Context: an optimization exercise on an open-source flow, tuned for small area. The choices shown serve that exercise and are no tape-out recipe. No functional check of the RTL was part of any run shown here. Power is estimated from default activity; no workload was simulated.

<file path="design/flow/run.sh">
#!/bin/bash
# synth_recipe.tcl (not shown) runs the flow's synth.tcl, then flattens the netlist and writes it again
# the make line also repeats each setting of config.mk as NAME=value (left out here)
make -C /OpenROAD-flow-scripts/flow DESIGN_CONFIG=/design/flow/config.mk WORK_HOME=/design/flow/orfs CLKGATE_MAP_FILE= SYNTH_SCRIPT=/design/flow/synth_recipe.tcl finish
</file>
<file path="design/flow/config.mk">
export PLATFORM = sky130hd
export DESIGN_NAME = regfile_scoreboard
export DESIGN_NICKNAME = regfile_scoreboard
export VERILOG_FILES = /design/flow/design.v
export SDC_FILE = /design/flow/constraint.sdc
export NUM_CORES = 4
export LEC_CHECK = 0
export CAP_MARGIN = 20
export CORE_MARGIN = 2
export CORE_UTILIZATION = 30
export SLEW_MARGIN = 20
export SYNTH_HIERARCHICAL = 1
export SYNTH_MINIMUM_KEEP_SIZE = 0
</file>
<file path="design/flow/constraint.sdc">
create_clock -name core_clock -period 7.0 [get_ports {clock}]
set_input_delay 1.4000 -clock core_clock [delete_from_list [all_inputs] [get_ports {clock}]]
set_output_delay 1.4000 -clock core_clock [all_outputs]
set_load 0.01 [all_outputs]
</file>
<file path="design/flow/design.v">
module regfile_scoreboard #(
  parameter int          DATA_W     = 32,
  parameter int          ADDR_W     = 5,
  parameter logic [31:0] RESET_BASE = 32'h100
) (
  input  logic              clock,
  input  logic              reset,
  input  logic [ADDR_W-1:0] rs_addr,
  input  logic [ADDR_W-1:0] rt_addr,
  output logic [DATA_W-1:0] rs_data,
  output logic [DATA_W-1:0] rt_data,
  input  logic              wb_en,
  input  logic [ADDR_W-1:0] wb_addr,
  input  logic [DATA_W-1:0] wb_data,
  input  logic              issue_en,
  input  logic [ADDR_W-1:0] issue_dst,
  output logic              stall,
  output logic [ADDR_W:0]   pending_count
);
  localparam int NREGS = 2**ADDR_W;
  logic [DATA_W-1:0] data_q [NREGS];
  logic [NREGS-1:0] valid_q;
  logic [NREGS-1:0] pend_q, wb_mask, set_mask, eff;
  logic [ADDR_W:0] count_q, count_d;
  logic wb_hit, accept, set_new, clr_old;
  assign wb_hit = wb_en && wb_addr != '0;
  for (genvar r = 0; r < NREGS; r++) begin : g_wdec
    assign wb_mask[r] = wb_hit && wb_addr == ADDR_W'(r);
  end
  assign eff = pend_q & ~wb_mask;
  assign stall = issue_en && (eff[rs_addr] || eff[rt_addr] || eff[issue_dst]);
  assign accept = issue_en && !stall && issue_dst != '0;
  assign set_mask = accept ? NREGS'(1) << issue_dst : '0;
  assign set_new = accept && !pend_q[issue_dst];
  assign clr_old = wb_hit && pend_q[wb_addr] && !(accept && issue_dst == wb_addr);
  assign count_d = count_q + (ADDR_W+1)'(set_new) - (ADDR_W+1)'(clr_old);
  assign pending_count = count_q;
  always_ff @(posedge clock or posedge reset) begin
    if (reset) begin
      pend_q  <= '0;
      count_q <= '0;
    end else begin
      pend_q  <= (pend_q & ~wb_mask) | set_mask;
      count_q <= count_d;
    end
  end
  always_ff @(posedge clock or posedge reset) begin
    if (reset) valid_q <= '0;
    else       valid_q <= valid_q | wb_mask;
  end
  logic [NREGS-1:0] wb_keep;
  assign wb_keep = ~wb_mask;
  for (genvar r = 1; r < NREGS; r++) begin : g_reg
    logic [DATA_W-1:0] d;
    for (genvar b = 0; b < DATA_W; b++) begin : g_bit
      rf_ao22 u (.a0(data_q[r][b]), .b0(wb_keep[r]), .a1(wb_data[b]), .b1(wb_mask[r]), .y(d[b]));
    end
    always_ff @(posedge clock)
      data_q[r] <= d;
  end
  logic [ADDR_W-1:0] rd_addr [2];
  logic [DATA_W-1:0] rd_data [2];
  assign rd_addr[0] = rs_addr;
  assign rd_addr[1] = rt_addr;
  for (genvar p = 0; p < 2; p++) begin : g_rd
    logic [NREGS-1:0] sel, hit;
    logic byp, nz, rv;
    assign nz  = rd_addr[p] != '0;
    assign byp = wb_en && wb_addr == rd_addr[p] && nz;
    for (genvar r = 0; r < NREGS; r++) begin : g_sel
      assign sel[r] = rd_addr[p] == ADDR_W'(r) && valid_q[r] && r != 0;
    end
    assign hit = byp ? 1 : sel;
    assign rv  = nz && !byp && sel == '0;
    for (genvar b = 0; b < DATA_W; b++) begin : g_bit
      localparam logic [DATA_W-1:0] RV = RESET_BASE;
      logic [10:0] n;
      rf_aoi222 u0 (.a0(hit[0]), .b0(wb_data[b]), .a1(hit[1]), .b1(data_q[1][b]),
                    .a2(hit[2]), .b2(data_q[2][b]), .y(n[0]));
      for (genvar g = 1; g < 10; g++) begin : g_aoi
        rf_aoi222 u (.a0(hit[3*g]), .b0(data_q[3*g][b]), .a1(hit[3*g+1]), .b1(data_q[3*g+1][b]),
                     .a2(hit[3*g+2]), .b2(data_q[3*g+2][b]), .y(n[g]));
      end
      if (b < ADDR_W) begin : g_rva
        rf_aoi222 u (.a0(hit[30]), .b0(data_q[30][b]), .a1(hit[31]), .b1(data_q[31][b]),
                     .a2(rv), .b2(rd_addr[p][b]), .y(n[10]));
      end else if (RV[b]) begin : g_rv1
        rf_aoi221 u (.a0(hit[30]), .b0(data_q[30][b]), .a1(hit[31]), .b1(data_q[31][b]),
                     .c(rv), .y(n[10]));
      end else begin : g_rv0
        rf_aoi22 u (.a0(hit[30]), .b0(data_q[30][b]), .a1(hit[31]), .b1(data_q[31][b]),
                    .y(n[10]));
      end
      assign rd_data[p][b] = ~&n;
    end
  end
  assign rs_data = rd_data[0];
  assign rt_data = rd_data[1];
endmodule
module rf_aoi222 (
  input  logic a0, b0, a1, b1, a2, b2,
  output logic y
);
  assign y = !((a0 && b0) || (a1 && b1) || (a2 && b2));
endmodule
module rf_aoi221 (
  input  logic a0, b0, a1, b1, c,
  output logic y
);
  assign y = !((a0 && b0) || (a1 && b1) || c);
endmodule
module rf_aoi22 (
  input  logic a0, b0, a1, b1,
  output logic y
);
  assign y = !((a0 && b0) || (a1 && b1));
endmodule
module rf_ao22 (
  input  logic a0, b0, a1, b1,
  output logic y
);
  assign y = (a0 && b0) || (a1 && b1);
endmodule
</file>
==> results by group, run 1 <==
Outcome
  – Status: finished with violations
  – SO Viols: setup timing

STA
  – Fin. Hold Viols: 0
  – Final setup vio count: 3
  – Pins Over Slew Limit: 0
  – Min Clock Period, post-route: 7.023 ns
  – Final worst-path cycle share: 100.3%
  – Slew @ Worst Pin: 1.249 ns
  – Skew final: 0.02590 ns
  – Peak Freq: 142.4 MHz
  – Slew margin rel.: 16.77%
  – RSZ-0062 raised after global routing: no
  – Final WS setup: -0.02345 ns

Logic synthesis
  – Cells after Synth: 3711
  – Post-synthesis sequential area ratio: 49.64%
  – Async SR Flop Fraction: 6.503%
  – Number of synthesized flops with an enable pin: 0
  – Avg Cell Area, Syn: 11.72 um2
  – Number of synthesized register bits: 1061
  – Ys flop type: dfxtp_1
  – Post-synth cell types: 81
  – Post-Synthesis Net Count: 3774
  – Mapped Area: 0.04348 mm2
  – Yosys warns: 13

Pwr
  – Pwr dens: 318.1 mW/mm2
  – Max VDD drop: 0.1999 mV
  – Leakage: 20.24 nW

Place
  – Setup WS pre-CTS: -0.3203 ns
  – Placed Area: 0.05000 mm2
  – DP HPWL: 135400 um
  – Routability cong.: 0.9540
  – Port bufs: 126

CTS
  – CTS Buf Count: 107
  – Clock slew at reported path FFs: 0.06 ns
  – Clock Tree Root: clkbuf_16
  – Clock sinks: 1061
  – CTS tree: yes
  – Clock latency on the worst-skew pair: 0.72 ns
  – Longest Clk Path Bufs: 3
  – H-Tree Depth: 3

Finish
  – # nets final: 4279
  – # fillers: 13990
  – Share of cells above drive strength 1: 16.29%
  – Synthesis-to-finish area growth: 23.59%
  – Design area: 0.05374 mm2

Drt
  – Drt wl/cell: 35.10 um
  – Routed via count: 45130
  – First drt pass iteration count: 14
  – DR vias/cell: 7.274
  – Drc violations: 0
  – 1st-iter DRT viols: 9913
  – Aggregate routed wire length: 217800 um
  – Antenna-violating nets left: 0

Global routing
  – Global-route wire length before repair: 306400 um
  – Vias in the first global route: 42290
  – GR peak layer: met2
  – GRT overflow: 0
  – Antenna violations before repair: 12
  – Pin count of the biggest net entering global routing: 70
  – GRT Util Overall: 27.84%
  – Met3 global-route usage: 10.67%
  – M2 GR Usage: 39.13%
  – GR Util met1: 36.99%

Floorplanning
  – Die X: 384.7 um
  – I/O Pins: 127
  – Die Y-Extent: 384.7 um
  – FP Rows: 139
  – Starting Density: 30.27%
  – Core Footprint: 0.1437 mm2
  – Die area: 0.1480 mm2

Critical path
  – Crit path max-delay family: simple AND/OR/NAND/NOR gates
  – Setup crit end kind: primary output
  – Data required, critical path: 5.60 ns
  – Buf/Inv on CP: 3
  – WS Path Type: in2out
  – Critical path's slowest cell: clkdlybuf4s50_1
  – Setup crit start kind: input pin
  – Slowest cell delay on critical path: 0.53 ns
  – Critical path, cell by cell: clkdlybuf4s50_1 > xor2_1 > nor4_2 > nand3_2 > nand2_2 > nor2_1 > and3_1 > buf_12 > a222oi_1 > nand4_1 > nor2_1 > nand4_1 > clkdlybuf4s50_1
  – Worst Path Arrival: 5.62 ns
  – Critical path depth: 13
  – Reg2reg path depth: 14
  – Crit path max fanout: 32
  – R2R Setup Slk: 3.36 ns

Worst hold path
  – Worst Hold Depth: 1
  – Worst min-delay path class: reg2reg

Job
  – Max Cap Viol: 0
[Yosys stat by module (local to each module, per instance)]
module              cells  times used  area, um2  flip-flops and latches
rf_aoi22                1          52      12.51                       0
rf_ao22                 1         992      8.758                       0
rf_aoi222               1         650      10.01                       0
rf_aoi221               1           2      15.01                       0
regfile_scoreboard   2015           1      27610                    1061
[kinds of logic after synthesis]
logic type / count (synthesis) / share of synthesized area, %
AO/OA/AOI/OAI: 1884 / 39.75
buffers and inverters: 123 / 1.217
multiplexers: 38 / 1.404
AND/OR/NAND/NOR: 579 / 7.387
adder cells (fa/ha/maj): 7 / 0.2187
XOR/XNOR: 19 / 0.3827
flip-flops: 1061 / 49.64
[worst reg2reg max path, cell delays in order (launching register included)]
cell and delay, ns:
dfrtp_1 0.40, o21a_1 0.18, and2_0 0.17, a2111oi_0 0.45
o311ai_1 0.22, a22oi_4 0.19, buf_4 0.36, a31oi_1 0.14
ha_1 0.30, inv_1 0.04, ha_1 0.20, fa_1 0.43
a21o_1 0.19, a21oi_1 0.18, xnor2_1 0.14
[metrics by stage]
stage	power (mW)	hold slack [ns]	TNS (ns)	std cells	util, %
after global routing	17.60	0.5211	0	6201	37.40
final	17.09	0.5097	-0.05050	6204	37.41
after floorplan	9.806	0.4624	0	3711	-
after detailed placement	11.06	0.4920	-2.012	6009	34.80
after CTS	16.97	0.5093	0	6200	37.35
after global placement	10.96	0.4853	-4.295	6008	34.79
[synthesized netlist by cell type (9+ instances only)]
master    instances  share of area, %
a21oi_1          24              0.28
a22oi_2          52               1.5
nand4_1         198               2.8
xor2_1           12              0.24
nor2_1          126               1.1
nor2b_1          20              0.29
and3_1           59              0.85
mux4_2           18              0.93
or2_2            20              0.29
a222oi_1        650                15
nand3_1          14              0.16
inv_1            58              0.50
buf_1            10             0.086
mux2i_1          16              0.37
o211ai_1         21              0.36
dfrtp_1          69               4.0
a41o_1           31              0.71
o22ai_1           9              0.13
nand2b_1         18              0.26
o21ai_0          29              0.33
clkbuf_1         31              0.27
nand2_1          60              0.52
dfxtp_1         992                46
a22o_1          993                20
nor3_1           23              0.26
buf_2            15              0.17
[where the power goes]
part | total (mW) | internal (mW) | switching [mW]
logic | 2.78 | 1.56 | 1.22
clock network | 6.02 | 3.42 | 2.60
registers | 8.29 | 7.27 | 1.03
[flip-flops by register name, indices dropped and copies added (netlist names)]
register and flops:
data_q 992, count_q 6, valid_q 31, pend_q 32
[layer usage]
metal	wire length [um]	vias to the layer above	part of all wire [%]
li1	-	17930	-
met5	111	-	0.051
met4	12300	16	5.6
met1	82410	22210	38
met3	35010	843	16
met2	87940	4129	40
[cell usage in the layout, fill, tap and decap left out, types with 21 or more instances in the layout]
cell and count:
a22o_1 993, dfxtp_1 992, a222oi_1 650, buf_4 300
nand4_1 198, clkdlybuf4s50_1 124, clkbuf_16 109, nor2_1 100
dfrtp_1 69, inv_1 55, a22oi_2 52, nand2_1 45
buf_12 33, a41o_1 31, o21ai_0 28, and3_2 24
and3_1 24, clkbuf_1 24, a21oi_1 22, nor2_4 21
o211ai_1 21, clkbuf_8 21
[final timing paths]
| kind | startpoint | end |
|---|---|---|
| max | wb_addr[1] | rs_data[21] |
| max reg2reg | pend_q[20]$_DFF_PP0_ | count_q[4]$_DFF_PP0_ |
| min | data_q[16][3]$_DFF_P_ | data_q[16][3]$_DFF_P_ |
| min reg2reg | data_q[16][3]$_DFF_P_ | data_q[16][3]$_DFF_P_ |
| max in group asynchronous | reset | pend_q[6]$_DFF_PP0_ |
| min in group asynchronous | reset | count_q[4]$_DFF_PP0_ |
[final cells by class]
class / instances / area [um2] / share of cell area [%]
inverter: 59 / 221.5 / 0.4121
tap: 1903 / 2381 / 4.431
clock inverter: 37 / 528.0 / 0.9825
timing repair buffer: 460 / 4175 / 7.769
clock buffer: 154 / 3107 / 5.781
antenna: 3 / 7.507 / 0.01397
sequential: 1061 / 21590 / 40.17
multi-input combinational: 2527 / 21730 / 40.44
[repair_timing]
| action | CTS | global route |
|---|---|---|
| pin swaps | 1 | 9 |
| hold buffers | 0 | 0 |
| setup buffers | 0 | 0 |
| setup endpoints to repair | 21 | 40 |
| resized for setup | 6 | 17 |
==> run 2, diff against run 1 <==
--- a/design/flow/config.mk
+++ b/design/flow/config.mk
@@ -9,3 +9,5 @@
 export CORE_MARGIN = 2
-export CORE_UTILIZATION = 30
+export CORE_UTILIZATION = 50
+export CTS_BUF_LIST = sky130_fd_sc_hd__clkbuf_8
+export CTS_CLUSTER_SIZE = 20
 export SLEW_MARGIN = 20
==> run 2 against run 1 <==
Net effect:
- flip-flop and latch count stayed put
- total power is 1.4% lower
- fmax is 1.3% lower
- highest routed layer unchanged
- sequential power is 0.5% higher
- largest cell class unchanged
- still fails the layout checks on setup timing
- non-clock buffer count is 31 higher
- clock skew is 0.0035 ns higher
- setup slack worse by 0.090 ns
==> results by group, run 2 <==
Logic synthesis
  – Yosys top cell area share: 45.67%
  – Cells after Synth: 3711
  – Async SR Flop Fraction: 6.503%
  – Yosys warns: 13
  – Ys flop type: dfxtp_1
  – Most frequent cell after synthesis: a22o_1
  – Avg Cell Area, Syn: 11.72 um2
  – Post-Synthesis Net Count: 3774
  – Synth top area cells: dfxtp_1 (46%), a22o_1 (20%), a222oi_1 (15%)
  – Mapped Area: 0.04348 mm2
  – Number of synthesized register bits: 1061
  – Post-synth cell types: 81
  – Number of synthesized flops with an enable pin: 0
  – Post-synthesis sequential area ratio: 49.64%
  – Largest area contributor in the netlist: dfxtp_1
  – Most frequent cells after synthesis: a22o_1 (993), dfxtp_1 (992), a222oi_1 (650)

Finish
  – Share of cells above drive strength 1: 17.92%
  – Biggest register: data_q
  – Synthesis-to-finish area growth: 21.86%
  – Most frequent cells in the layout: a22o_1 (993), dfxtp_1 (992), a222oi_1 (650)
  – Final core utilization: 61.27%
  – Leading cell type in the layout, fill and taps excluded: a22o_1
  – # nets final: 4378
  – Fin cells: 5608
  – # fillers: 7037
  – Largest regs: data_q (992), pend_q (32), valid_q (31)
  – Max reg flops: 992

Pwr
  – Pwr dens: 317.9 mW/mm2
  – Switching pwr: 5.095 mW
  – Clock power share: 33.4%
  – Leakage: 20.82 nW
  – Reg power frac: 49.5%
  – Internal: 11.75 mW
  – Max VDD drop: 0.2882 mV
  – Sw Share: 30.24%
  – Comb power frac: 17.1%

Place
  – Inst Count DP: 5290
  – Routability cong.: 0.9985
  – Port bufs: 126
  – DP HPWL: 135500 um

STA
  – Min Clock Period, post-route: 7.113 ns
  – Final WS setup: -0.1130 ns
  – Pins Over Slew Limit: 0
  – Slew margin rel.: 11.94%
  – Skew final: 0.02944 ns
  – RSZ-0062 raised after global routing: no
  – Slew @ Worst Pin: 1.319 ns
  – Fin. Hold Viols: 0
  – Peak Freq: 140.6 MHz
  – Final worst-path cycle share: 101.6%
  – Setup TNS: -0.1820 ns
  – Final setup vio count: 8

Floorplanning
  – Die Y-Extent: 298.9 um
  – Die X: 298.9 um
  – Die area: 0.08934 mm2
  – FP Rows: 108
  – I/O Pins: 127
  – Starting Density: 50.28%
  – Core Footprint: 0.08648 mm2

CTS
  – Longest Clk Path Bufs: 3
  – Clock latency on the worst-skew pair: 0.91 ns
  – CTS Buf Count: 175
  – Clock Tree Root: clkbuf_8
  – Clock sinks: 1061
  – H-Tree Depth: 4
  – Clock slew at reported path FFs: 0.06 ns
  – CTS tree: yes

Global routing
  – Pin count of the biggest net entering global routing: 70
  – Antenna violations before repair: 11
  – Global-route wire length before repair: 315500 um
  – GRT Util Overall: 47.99%
  – GR peak layer: met2
  – GR Util met1: 59.55%
  – Met3 global-route usage: 19.60%
  – GRT overflow: 0
  – M2 GR Usage: 67.76%
  – Vias in the first global route: 45070

Critical path
  – Reg2reg path depth: 14
  – Crit path max fanout: 32
  – Setup crit start kind: input pin
  – Critical path, cell by cell: clkdlybuf4s50_1 > xor2_1 > nor4_2 > nand3_2 > nand2_1 > nor2_1 > and3_1 > buf_12 > a222oi_1 > nand4_1 > nor2_1 > nand4_1 > clkdlybuf4s50_1
  – Data required, critical path: 5.60 ns
  – R2R Path End: count_q[4]$_DFF_PP0_
  – R2R Setup Slk: 3.31 ns
  – Setup crit end kind: primary output
  – Reg-to-reg critical path startpoint: pend_q[20]$_DFF_PP0_
  – Critical path's slowest cell: nor2_1
  – Worst Path Arrival: 5.71 ns
  – Buf/Inv on CP: 3
  – Slowest cell delay on critical path: 0.54 ns
  – WS Path Type: in2out
  – Crit path max-delay family: simple AND/OR/NAND/NOR gates

Drt
  – First drt pass iteration count: 12
  – Drt wl/cell: 40.07 um
  – Routed via count: 46670
  – Drc violations: 0
  – DR vias/cell: 8.321
  – 1st-iter DRT viols: 10210
  – Aggregate routed wire length: 224700 um
  – Antenna-violating nets left: 0

Worst hold path
  – Hold Path End: pend_q[0]$_DFF_PP0_
  – Worst min-delay path class: reg2reg
  – Worst Hold Depth: 0
  – HP Start: pend_q[0]$_DFF_PP0_

Outcome
  – Status: finished with violations
  – SO Viols: setup timing

Job
  – Max Cap Viol: 0
-- run 2: cell counts after synthesis --
Identical to the previous run, type by type.
-- run 2: layout make-up --
| type | instances | area (um2) | area share, % |
|---|---|---|---|
| inverter | 59 | 221.5 | 0.4180 |
| clock buffer | 220 | 3028 | 5.714 |
| sequential | 1061 | 21590 | 40.74 |
| clock inverter | 90 | 534.3 | 1.008 |
| timing repair buffer | 491 | 4446 | 8.390 |
| multi-input combinational | 2527 | 21710 | 40.98 |
| tap | 1155 | 1445 | 2.727 |
| antenna | 5 | 12.51 | 0.02361 |
-- run 2: how the worst max path moves through the flow --
stage	startpoint	end	slack, ns	depth (start not counted)
global route	wb_addr[2]	rs_data[1]	0.01	14
detailed placement	rs_addr[2]	rs_data[27]	-0.58	12
finish	wb_addr[2]	rs_data[10]	-0.11	13
global placement	rs_addr[2]	rs_data[27]	-0.52	12
floorplan	rs_addr[1]	rs_data[0]	0.08	9
CTS	rs_addr[2]	rs_data[22]	0.01	12
-- run 2: layer usage --
layer / vias up / routed length (um)
met3: 1101 / 37000
li1: 18180 / -
met5: - / 93
met4: 8 / 18800
met1: 22710 / 78490
met2: 4671 / 90340
-- run 2: cells by family (layout without fill, tap and decap cells) --
kind of cell | Yosys count | count (layout) | synth area share [%]
buffers and inverters | 123 | 860 | 1.217
AOI/OAI and AO/OA | 1884 | 1884 | 39.75
DFF | 1061 | 1061 | 49.64
adders and majority gates | 7 | 7 | 0.2187
muxes | 38 | 38 | 1.404
xor gates and xnor gates | 19 | 19 | 0.3827
other | 0 | 5 | 0
and+or+nand+nor | 579 | 579 | 7.387
-- run 2: power by group through the flow --
stage / Combinational, mW / Sequential (mW) / Clock, mW
6_report: 2.88 / 8.33 / 5.63
5_1_grt: 2.99 / 8.44 / 5.89
2_1_floorplan: 1.73 / 8.08 / 0
3_3_place_gp: 2.69 / 8.29 / 0
3_5_place_dp: 2.77 / 8.38 / 0
4_1_cts: 2.78 / 8.27 / 5.59
-- run 2: timing repair --
action / CTS / global route
buffers inserted: 0 / 1
endpoints found under the setup margin: 35 / 58
hold buffers: 0 / 0
gates resized for setup: 10 / 25
pin swaps: 1 / 17
-- run 2: per-module statistics from Yosys (local to each module, per instance) --
module / area, um2 / copies in the design / flip-flops and latches
rf_aoi22: 12.51 / 52 / 0
rf_aoi222: 10.01 / 650 / 0
rf_ao22: 8.758 / 992 / 0
rf_aoi221: 15.01 / 2 / 0
regfile_scoreboard: 27610 / 1 / 1061
-- run 2: through the flow --
stage | hold WS, ns | total power, mW | setup WS [ns] | cell area (um2)
floorplan | 0.4624 | 9.806 | 0.07574 | 43480
global placement | 0.4647 | 10.98 | -0.5194 | 49230
detailed placement | 0.4528 | 11.15 | -0.5754 | 49250
CTS | 0.4731 | 16.64 | 0.009879 | 52840
global route | 0.4910 | 17.32 | 0.01217 | 52980
finish | 0.4912 | 16.85 | -0.1130 | 52990

[separate check: timing with driven ports]
The results above use ideal ports. As a check the final layouts listed here were re-extracted and re-timed, cells and wires unchanged.
Step 1: set_driving_cell puts a clkbuf_16 on clock and a buf_2 on each other input, an assumption about the parent block.
Step 2 moves the port delays by t, midway between the first and last clock arrival at a register: inputs arrive t later, outputs are due t later. That takes back most of the time a late clock gives input paths.
Three values: no drivers, after step 1, after step 2; two values: the first two.
run | t (ns) | slack for setup (ns) | hold WS [ns] | worst register clock-pin slew, ns | cell pins on the clock port's net
run 1 | 0.798 | -0.023 / -0.048 / -0.048 | 0.510 / 0.510 / 0.510 | 0.07 / 0.07 | 1
run 2 | 0.971 | -0.113 / -0.136 / -0.136 | 0.491 / 0.491 / 0.491 | 0.07 / 0.07 | 1
The setup slack of run 1, which loses most, moves by -0.025 ns with the drivers and by -0.025 ns with both steps.
